This design comes from an exercise in tuning for small area and a short achievable clock period on the open sky130 flow, not from production work.
Only simulation tests tie the RTL to the original design; equivalence was not proved.

==> v7 <==
==> flow/design.v <==
package rdq_pkg;
  localparam int unsigned DEPTH  = 256;
  localparam int unsigned AW     = 8;
  localparam int unsigned FW     = 9;
  localparam int unsigned KIND_W = 2;
  localparam int unsigned CHAR_W = 8;
  localparam int unsigned POS_W  = 10;
  localparam int unsigned STAT_W = 2;
  localparam int unsigned LEN_W  = 11;
endpackage
module rdq_store (
  input  logic            clk,
  input  logic [15:0]     wf_hi,
  input  logic [15:0]     wf_lo,
  input  logic [15:0]     wb_hi,
  input  logic [15:0]     wb_lo,
  input  logic [7:0]      wdata,
  input  logic [3:0][3:0] rsel,
  input  logic            rd_en,
  output logic [7:0]      rdata
);
  logic [7:0] mem [rdq_pkg::DEPTH];
  for (genvar i = 0; i < rdq_pkg::DEPTH; i++) begin : g_row
    logic we;
    assign we = (wf_hi[i / 16] & wf_lo[i % 16]) | (wb_hi[i / 16] & wb_lo[i % 16]);
    always_ff @(posedge clk) begin
      if (we) mem[i] <= wdata;
    end
  end
  logic [63:0][7:0] lv1;
  logic [15:0][7:0] lv2;
  logic [3:0][7:0]  lv3;
  logic [3:0][7:0]  lv3_q;
  logic [3:0]       top_q;
  always_ff @(posedge clk) begin
    lv3_q <= lv3;
    top_q <= rsel[3] & {4{rd_en}};
  end
  always_comb begin
    for (int q = 0; q < 64; q++) begin
      lv1[q] = '0;
      for (int k = 0; k < 4; k++) lv1[q] = lv1[q] | (mem[4 * q + k] & {8{rsel[0][k]}});
    end
    for (int q = 0; q < 16; q++) begin
      lv2[q] = '0;
      for (int k = 0; k < 4; k++) lv2[q] = lv2[q] | (lv1[4 * q + k] & {8{rsel[1][k]}});
    end
    for (int q = 0; q < 4; q++) begin
      lv3[q] = '0;
      for (int k = 0; k < 4; k++) lv3[q] = lv3[q] | (lv2[4 * q + k] & {8{rsel[2][k]}});
    end
    rdata = '0;
    for (int k = 0; k < 4; k++) rdata = rdata | (lv3_q[k] & {8{top_q[k]}});
  end
endmodule
module rdq_ctrl (
  input  logic                         clk,
  input  logic                         rst,
  input  logic                         start,
  input  logic [1:0]                   kind,
  input  logic [9:0]                   position,
  output logic [15:0]                  wf_hi,     
  output logic [15:0]                  wf_lo,     
  output logic [15:0]                  wb_hi,     
  output logic [15:0]                  wb_lo,     
  output logic [3:0][3:0]              rsel,      
  output logic                         rd_ok,
  output logic [1:0]                   status_now,
  output logic [8:0]                   fill_now
);
  logic [7:0] head;    
  logic [7:0] back;    
  logic [8:0] fill;
  logic       rev;
  logic [7:0] rbase;   
  logic       full;
  logic [7:0] head_dec;
  logic       is_push, is_read, phys_back, push_ok;
  assign full     = fill[8];
  assign head_dec = head - 8'd1;
  assign is_push  = kind[0] ^ kind[1];
  assign is_read  = kind[0] & kind[1];
  assign phys_back = kind[1] ^ rev;
  assign push_ok  = is_push & ~full;
  always_comb begin
    for (int h = 0; h < 16; h++) begin
      wf_hi[h] = ~full & (head_dec[7:4] == 4'(h));
      wb_hi[h] = ~full & (back[7:4] == 4'(h));
      wf_lo[h] = (head_dec[3:0] == 4'(h));
      wb_lo[h] = (back[3:0] == 4'(h));
    end
  end
  logic [3:0][3:0]  pd_oh, dsum, dgt;
  logic [3:0][3:0][3:0] dtab;
  logic [3:0]       dgen, dprop;
  logic [3:0]       dcar;
  logic [15:0]      nib_oh, ncar;
  logic [3:0][15:0] ntab;
  logic [3:0]       nsum1;
  always_comb begin
    for (int i = 0; i < 4; i++) begin
      for (int m = 0; m < 4; m++) begin
        pd_oh[i][m] = (position[2*i +: 2] == 2'(m));
        for (int k = 0; k < 4; k++) begin
          dtab[i][k][m] = rev ? (rbase[2*i +: 2] == 2'((k + m + 1) & 3))
                              : (rbase[2*i +: 2] == 2'((k - m) & 3));
        end
        dgt[i][m] = rev ? (rbase[2*i +: 2] > 2'(m)) : (rbase[2*i +: 2] > 2'(3 - m));
      end
      for (int k = 0; k < 4; k++) begin
        dsum[i][k] = |(pd_oh[i] & dtab[i][k]);
      end
      dgen[i]  = |(pd_oh[i] & dgt[i]);
      dprop[i] = dsum[i][3];
    end
    for (int m = 0; m < 16; m++) begin
      nib_oh[m] = (position[3:0] == 4'(m));
      ncar[m]   = 1'b0;
      for (int k = 0; k < 4; k++) ntab[k][m] = 1'b0;
      for (int v = 0; v < 16; v++) begin
        for (int k = 0; k < 4; k++) begin
          if ((((v + m) >> 2) & 3) == k)
            ntab[k][m] = ntab[k][m] | (~rev & (rbase[3:0] == 4'(v)));
          if ((((v + 15 - m) >> 2) & 3) == k)
            ntab[k][m] = ntab[k][m] | (rev & (rbase[3:0] == 4'(v)));
        end
        if (v + m > 15)      ncar[m] = ncar[m] | (~rev & (rbase[3:0] == 4'(v)));
        if (v + 15 - m > 15) ncar[m] = ncar[m] | (rev & (rbase[3:0] == 4'(v)));
      end
    end
    for (int k = 0; k < 4; k++) nsum1[k] = |(nib_oh & ntab[k]);
    dcar[0] = 1'b0;
    dcar[1] = 1'b0;
    dcar[2] = |(nib_oh & ncar);
    dcar[3] = dgen[2] | (dprop[2] & dcar[2]);
    rsel[0] = dsum[0];
    rsel[1] = nsum1;
    for (int i = 2; i < 4; i++) begin
      for (int k = 0; k < 4; k++) begin
        rsel[i][k] = dcar[i] ? dsum[i][(k - 1) & 3] : dsum[i][k];
      end
    end
  end
  logic [3:0] dlt, deq;
  logic       pos_lt;
  always_comb begin
    for (int i = 0; i < 4; i++) begin
      dlt[i] = (position[2*i +: 2] < fill[2*i +: 2]);
      deq[i] = (position[2*i +: 2] == fill[2*i +: 2]);
    end
    pos_lt = dlt[3] | (deq[3] & dlt[2]) | (deq[3] & deq[2] & dlt[1]) |
             (deq[3] & deq[2] & deq[1] & dlt[0]);
  end
  assign rd_ok = is_read & ~position[9] & ~position[8] & (full | pos_lt);
  always_comb begin
    status_now = 2'd0;
    if (is_push & full) status_now = 2'd1;
    if (is_read & ~rd_ok) status_now = 2'd2;
  end
  assign fill_now = push_ok ? fill + 9'd1 : fill;
  logic [7:0] head_nx, back_nx;
  logic       rev_nx;
  always_comb begin
    head_nx = head;
    back_nx = back;
    rev_nx  = rev;
    if (kind == 2'd0) rev_nx = ~rev;
    if (push_ok) begin
      if (phys_back) back_nx = back + 8'd1;
      else           head_nx = head_dec;
    end
  end
  always_ff @(posedge clk) begin
    if (rst) begin
      head  <= '0;
      back  <= '0;
      fill  <= '0;
      rev   <= 1'b0;
      rbase <= '0;
    end else if (start) begin
      fill  <= fill_now;
      head  <= head_nx;
      back  <= back_nx;
      rev   <= rev_nx;
      rbase <= rev_nx ? back_nx : head_nx;
    end
  end
endmodule
module reversible_deque (
  input  logic                         clk,
  input  logic                         rst,
  input  logic                         start,
  output logic                         busy,
  input  logic [rdq_pkg::KIND_W-1:0]   kind,
  input  logic [rdq_pkg::CHAR_W-1:0]   char_in,
  input  logic [rdq_pkg::POS_W-1:0]    position,
  output logic                         done,
  output logic [rdq_pkg::CHAR_W-1:0]   data_out,
  output logic [rdq_pkg::STAT_W-1:0]   status,
  output logic [rdq_pkg::LEN_W-1:0]    length
);
  logic [15:0] wf_hi, wf_lo, wb_hi, wb_lo;
  logic [3:0][3:0] rsel;
  logic        rd_ok;
  logic [1:0]  status_now;
  logic [8:0]  fill_now;
  logic [7:0]  rdata;
  logic [1:0]  status_q;
  logic [8:0]  length_q;
  assign busy = 1'b0;
  rdq_ctrl u_ctrl (
    .clk        (clk),
    .rst        (rst),
    .start      (start),
    .kind       (kind),
    .position   (position),
    .wf_hi      (wf_hi),
    .wf_lo      (wf_lo),
    .wb_hi      (wb_hi),
    .wb_lo      (wb_lo),
    .rsel       (rsel),
    .rd_ok      (rd_ok),
    .status_now (status_now),
    .fill_now   (fill_now)
  );
  rdq_store u_store (
    .clk   (clk),
    .wf_hi (wf_hi),
    .wf_lo (wf_lo),
    .wb_hi (wb_hi),
    .wb_lo (wb_lo),
    .wdata (char_in),
    .rsel  (rsel),
    .rd_en (rd_ok),
    .rdata (rdata)
  );
  always_ff @(posedge clk) begin
    if (rst) done <= 1'b0;
    else     done <= start;
  end
  always_ff @(posedge clk) begin
    status_q <= status_now;
    length_q <= fill_now;
  end
  assign data_out = rdata;
  assign status   = status_q;
  assign length   = {2'b00, length_q};
endmodule
==> flow/flow/run.sh <==
#!/bin/bash
export BUFFER_PORTS_ARGS="-buffer_cell sky130_fd_sc_hd__buf_4"
export REMOVE_ABC_BUFFERS=1
bash standard.sh > standard.log 2>&1
==> flow/standard.sh <==
#!/bin/bash
# synth_recipe.tcl (not shown) runs the flow's synth.tcl, then flattens the netlist and writes it again
# the make line also repeats each setting of config.mk as NAME=value (left out here)
make -C /OpenROAD-flow-scripts/flow DESIGN_CONFIG=/design/flow/config.mk WORK_HOME=/design/flow/orfs CLKGATE_MAP_FILE= SYNTH_SCRIPT=/design/flow/synth_recipe.tcl "${@:-finish}"
==> flow/config.mk <==
export PLATFORM = sky130hd
export DESIGN_NAME = reversible_deque
export DESIGN_NICKNAME = reversible_deque
export VERILOG_FILES = /design/flow/design.v
export SDC_FILE = /design/flow/constraint.sdc
export NUM_CORES = 4
export LEC_CHECK = 0
export CAP_MARGIN = 20
export CORE_MARGIN = 2
export CORE_UTILIZATION = 70
export CTS_BUF_LIST = sky130_fd_sc_hd__clkbuf_8 sky130_fd_sc_hd__clkbuf_16
export CTS_CLUSTER_DIAMETER = 70
export CTS_CLUSTER_SIZE = 30
export SETUP_SLACK_MARGIN = 3.0
export SLEW_MARGIN = 20
export TNS_END_PERCENT = 5
==> flow/constraint.sdc <==
create_clock -name core_clock -period 6.0 [get_ports {clk}]
set_input_delay 1.2000 -clock core_clock [delete_from_list [all_inputs] [get_ports {clk}]]
set_output_delay 1.2000 -clock core_clock [all_outputs]
set_load 0.01 [all_outputs]
==> inputs of v8, as changes to v7 <==
--- a/flow/design.v
+++ b/flow/design.v
@@ -10,21 +10,25 @@
 endpackage
 module rdq_store (
   input  logic            clk,
-  input  logic [15:0]     wf_hi,
-  input  logic [15:0]     wf_lo,
-  input  logic [15:0]     wb_hi,
-  input  logic [15:0]     wb_lo,
-  input  logic [7:0]      wdata,
+  input  logic            pw_valid,
+  input  logic [7:0]      pw_addr,
+  input  logic [7:0]      pw_data,
+  input  logic            rd_hit,
   input  logic [3:0][3:0] rsel,
   input  logic            rd_en,
   output logic [7:0]      rdata
 );
   logic [7:0] mem [rdq_pkg::DEPTH];
+  logic [15:0] w_hi, w_lo;
+  always_comb begin
+    for (int h = 0; h < 16; h++) begin
+      w_hi[h] = pw_valid & (pw_addr[7:4] == 4'(h));
+      w_lo[h] = (pw_addr[3:0] == 4'(h));
+    end
+  end
   for (genvar i = 0; i < rdq_pkg::DEPTH; i++) begin : g_row
-    logic we;
-    assign we = (wf_hi[i / 16] & wf_lo[i % 16]) | (wb_hi[i / 16] & wb_lo[i % 16]);
     always_ff @(posedge clk) begin
-      if (we) mem[i] <= wdata;
+      if (w_hi[i / 16] & w_lo[i % 16]) mem[i] <= pw_data;
     end
   end
   logic [63:0][7:0] lv1;
@@ -32,6 +36,11 @@
   logic [3:0][7:0]  lv3;
   logic [3:0][7:0]  lv3_q;
   logic [3:0]       top_q;
+  logic [3:0]       sel2, byp_slot;
+  always_comb begin
+    sel2 = rsel[2] & {4{~rd_hit}};
+    for (int k = 0; k < 4; k++) byp_slot[k] = rd_hit & (pw_addr[7:6] == 2'(k));
+  end
   always_ff @(posedge clk) begin
     lv3_q <= lv3;
     top_q <= rsel[3] & {4{rd_en}};
@@ -46,8 +55,8 @@
       for (int k = 0; k < 4; k++) lv2[q] = lv2[q] | (lv1[4 * q + k] & {8{rsel[1][k]}});
     end
     for (int q = 0; q < 4; q++) begin
-      lv3[q] = '0;
-      for (int k = 0; k < 4; k++) lv3[q] = lv3[q] | (lv2[4 * q + k] & {8{rsel[2][k]}});
+      lv3[q] = pw_data & {8{byp_slot[q]}};
+      for (int k = 0; k < 4; k++) lv3[q] = lv3[q] | (lv2[4 * q + k] & {8{sel2[k]}});
     end
     rdata = '0;
     for (int k = 0; k < 4; k++) rdata = rdata | (lv3_q[k] & {8{top_q[k]}});
@@ -59,10 +68,11 @@
   input  logic                         start,
   input  logic [1:0]                   kind,
   input  logic [9:0]                   position,
-  output logic [15:0]                  wf_hi,     
-  output logic [15:0]                  wf_lo,     
-  output logic [15:0]                  wb_hi,     
-  output logic [15:0]                  wb_lo,     
+  input  logic [7:0]                   char_in,
+  output logic                         pw_valid,  
+  output logic [7:0]                   pw_addr,   
+  output logic [7:0]                   pw_data,   
+  output logic                         rd_hit,    
   output logic [3:0][3:0]              rsel,      
   output logic                         rd_ok,
   output logic [1:0]                   status_now,
@@ -82,21 +92,18 @@
   assign is_read  = kind[0] & kind[1];
   assign phys_back = kind[1] ^ rev;
   assign push_ok  = is_push & ~full;
-  always_comb begin
-    for (int h = 0; h < 16; h++) begin
-      wf_hi[h] = ~full & (head_dec[7:4] == 4'(h));
-      wb_hi[h] = ~full & (back[7:4] == 4'(h));
-      wf_lo[h] = (head_dec[3:0] == 4'(h));
-      wb_lo[h] = (back[3:0] == 4'(h));
-    end
-  end
+  logic [7:0] pw_pos;
+  always_ff @(posedge clk) begin
+    pw_valid <= start & push_ok & ~rst;
+    pw_addr  <= phys_back ? back : head_dec;
+    pw_pos   <= kind[0] ? 8'd0 : fill[7:0];
+    pw_data  <= char_in;
+  end
+  assign rd_hit = pw_valid & (position[7:0] == pw_pos);
   logic [3:0][3:0]  pd_oh, dsum, dgt;
   logic [3:0][3:0][3:0] dtab;
   logic [3:0]       dgen, dprop;
   logic [3:0]       dcar;
-  logic [15:0]      nib_oh, ncar;
-  logic [3:0][15:0] ntab;
-  logic [3:0]       nsum1;
   always_comb begin
     for (int i = 0; i < 4; i++) begin
       for (int m = 0; m < 4; m++) begin
@@ -113,29 +120,11 @@
       dgen[i]  = |(pd_oh[i] & dgt[i]);
       dprop[i] = dsum[i][3];
     end
-    for (int m = 0; m < 16; m++) begin
-      nib_oh[m] = (position[3:0] == 4'(m));
-      ncar[m]   = 1'b0;
-      for (int k = 0; k < 4; k++) ntab[k][m] = 1'b0;
-      for (int v = 0; v < 16; v++) begin
-        for (int k = 0; k < 4; k++) begin
-          if ((((v + m) >> 2) & 3) == k)
-            ntab[k][m] = ntab[k][m] | (~rev & (rbase[3:0] == 4'(v)));
-          if ((((v + 15 - m) >> 2) & 3) == k)
-            ntab[k][m] = ntab[k][m] | (rev & (rbase[3:0] == 4'(v)));
-        end
-        if (v + m > 15)      ncar[m] = ncar[m] | (~rev & (rbase[3:0] == 4'(v)));
-        if (v + 15 - m > 15) ncar[m] = ncar[m] | (rev & (rbase[3:0] == 4'(v)));
-      end
-    end
-    for (int k = 0; k < 4; k++) nsum1[k] = |(nib_oh & ntab[k]);
     dcar[0] = 1'b0;
-    dcar[1] = 1'b0;
-    dcar[2] = |(nib_oh & ncar);
-    dcar[3] = dgen[2] | (dprop[2] & dcar[2]);
-    rsel[0] = dsum[0];
-    rsel[1] = nsum1;
-    for (int i = 2; i < 4; i++) begin
+    dcar[1] = dgen[0];
+    dcar[2] = dgen[1] | (dprop[1] & dgen[0]);
+    dcar[3] = dgen[2] | (dprop[2] & dgen[1]) | (dprop[2] & dprop[1] & dgen[0]);
+    for (int i = 0; i < 4; i++) begin
       for (int k = 0; k < 4; k++) begin
         rsel[i][k] = dcar[i] ? dsum[i][(k - 1) & 3] : dsum[i][k];
       end
@@ -199,7 +188,8 @@
   output logic [rdq_pkg::STAT_W-1:0]   status,
   output logic [rdq_pkg::LEN_W-1:0]    length
 );
-  logic [15:0] wf_hi, wf_lo, wb_hi, wb_lo;
+  logic        pw_valid, rd_hit;
+  logic [7:0]  pw_addr, pw_data;
   logic [3:0][3:0] rsel;
   logic        rd_ok;
   logic [1:0]  status_now;
@@ -214,10 +204,11 @@
     .start      (start),
     .kind       (kind),
     .position   (position),
-    .wf_hi      (wf_hi),
-    .wf_lo      (wf_lo),
-    .wb_hi      (wb_hi),
-    .wb_lo      (wb_lo),
+    .char_in    (char_in),
+    .pw_valid   (pw_valid),
+    .pw_addr    (pw_addr),
+    .pw_data    (pw_data),
+    .rd_hit     (rd_hit),
     .rsel       (rsel),
     .rd_ok      (rd_ok),
     .status_now (status_now),
@@ -225,11 +216,10 @@
   );
   rdq_store u_store (
     .clk   (clk),
-    .wf_hi (wf_hi),
-    .wf_lo (wf_lo),
-    .wb_hi (wb_hi),
-    .wb_lo (wb_lo),
-    .wdata (char_in),
+    .pw_valid (pw_valid),
+    .pw_addr  (pw_addr),
+    .pw_data  (pw_data),
+    .rd_hit   (rd_hit),
     .rsel  (rsel),
     .rd_en (rd_ok),
     .rdata (rdata)
==> flow/flow/run.sh (replaced) <==
#!/bin/bash
export BUFFER_PORTS_ARGS="-buffer_cell sky130_fd_sc_hd__buf_4"
bash standard.sh > standard.log 2>&1
CORE_UTILIZATION = 78   (was 70)
==> run_results.csv <==
group,metric,value,unit
outcome,run_status,"finished clean",
setup_path,worst_r2r_startpoint,"u_ctrl.rbase[0]$_SDFFE_PP0P_",
drt,detail_route.drc_violations,0,
power_and_ir_drop,power_top_consumer,"registers",
cells_and_area,clk_share,0.0422,
setup_path,r2r_end,"u_store.lv3_q[21]$_DFF_P_",
power_and_ir_drop,share_clk_of_total_power,0.286,
place,dpl-instance-area,84500,sq um
setup_path,timing.critical_path.from_type,"primary input",
global_routing,grt_antenna_before_repair,6,
cells_and_area,nClkBuffers,112,
cells_and_area,num-fill-cells,5631,
setup_path,critPathCaptureType,"flop",
the above is filed under v7

==> run_results.csv <==
group,metric,value,unit
clock_network,cts_buffers,94,
place,dpl-instance-area,83100,sq um
floorplanning,initial_standard_cell_utilization_of_the_core,0.785,
clock_network,htree_levels,3,
yosys,warnings_from_yosys,4,
outcome,firstError,"[ERROR DPL-0033] detailed placement checks failed during check placement.",
yosys,synth.top_cells.by_area,"sky130_fd_sc_hd__edfxtp_1 76%, sky130_fd_sc_hd__a221oi_1 4.2%, sky130_fd_sc_hd__a22o_1 4.1%",
outcome,failed_stage,"clock tree synthesis",
place,dp_hpwl,121000,microns
clock_network,cts.sinks,2155,
yosys,yosys-mux-area-fraction,0.00108,
outcome,run_status,"stopped before the end",
the above is filed under v8

port drivers added, routing unchanged:
No port has a modelled driver above. Below, the same layout with a new extraction and two added sets of constraints. Step 1 sets driving cells, clkbuf_16 on the clock port and buf_2 on the other inputs (assumed; they add their load-dependent delay and slew). Step 2 also shifts input and output timing later by t, the mid clock arrival at the registers, as if the neighbouring blocks saw the same clock. Slacks: ideal / step 1 / step 2; pairs: ideal / step 1.
run: v7
shift t [ns]: 0.843
setup WS [ns]: 2.587 / 2.573 / 1.770
worst setup path at the end: input to register
worst data-port slew with drivers (ns): 0.08
After both steps v7 still meets setup and hold. For v7, drivers alone change the setup slack by -0.014 ns; drivers and shift together by -0.817 ns.
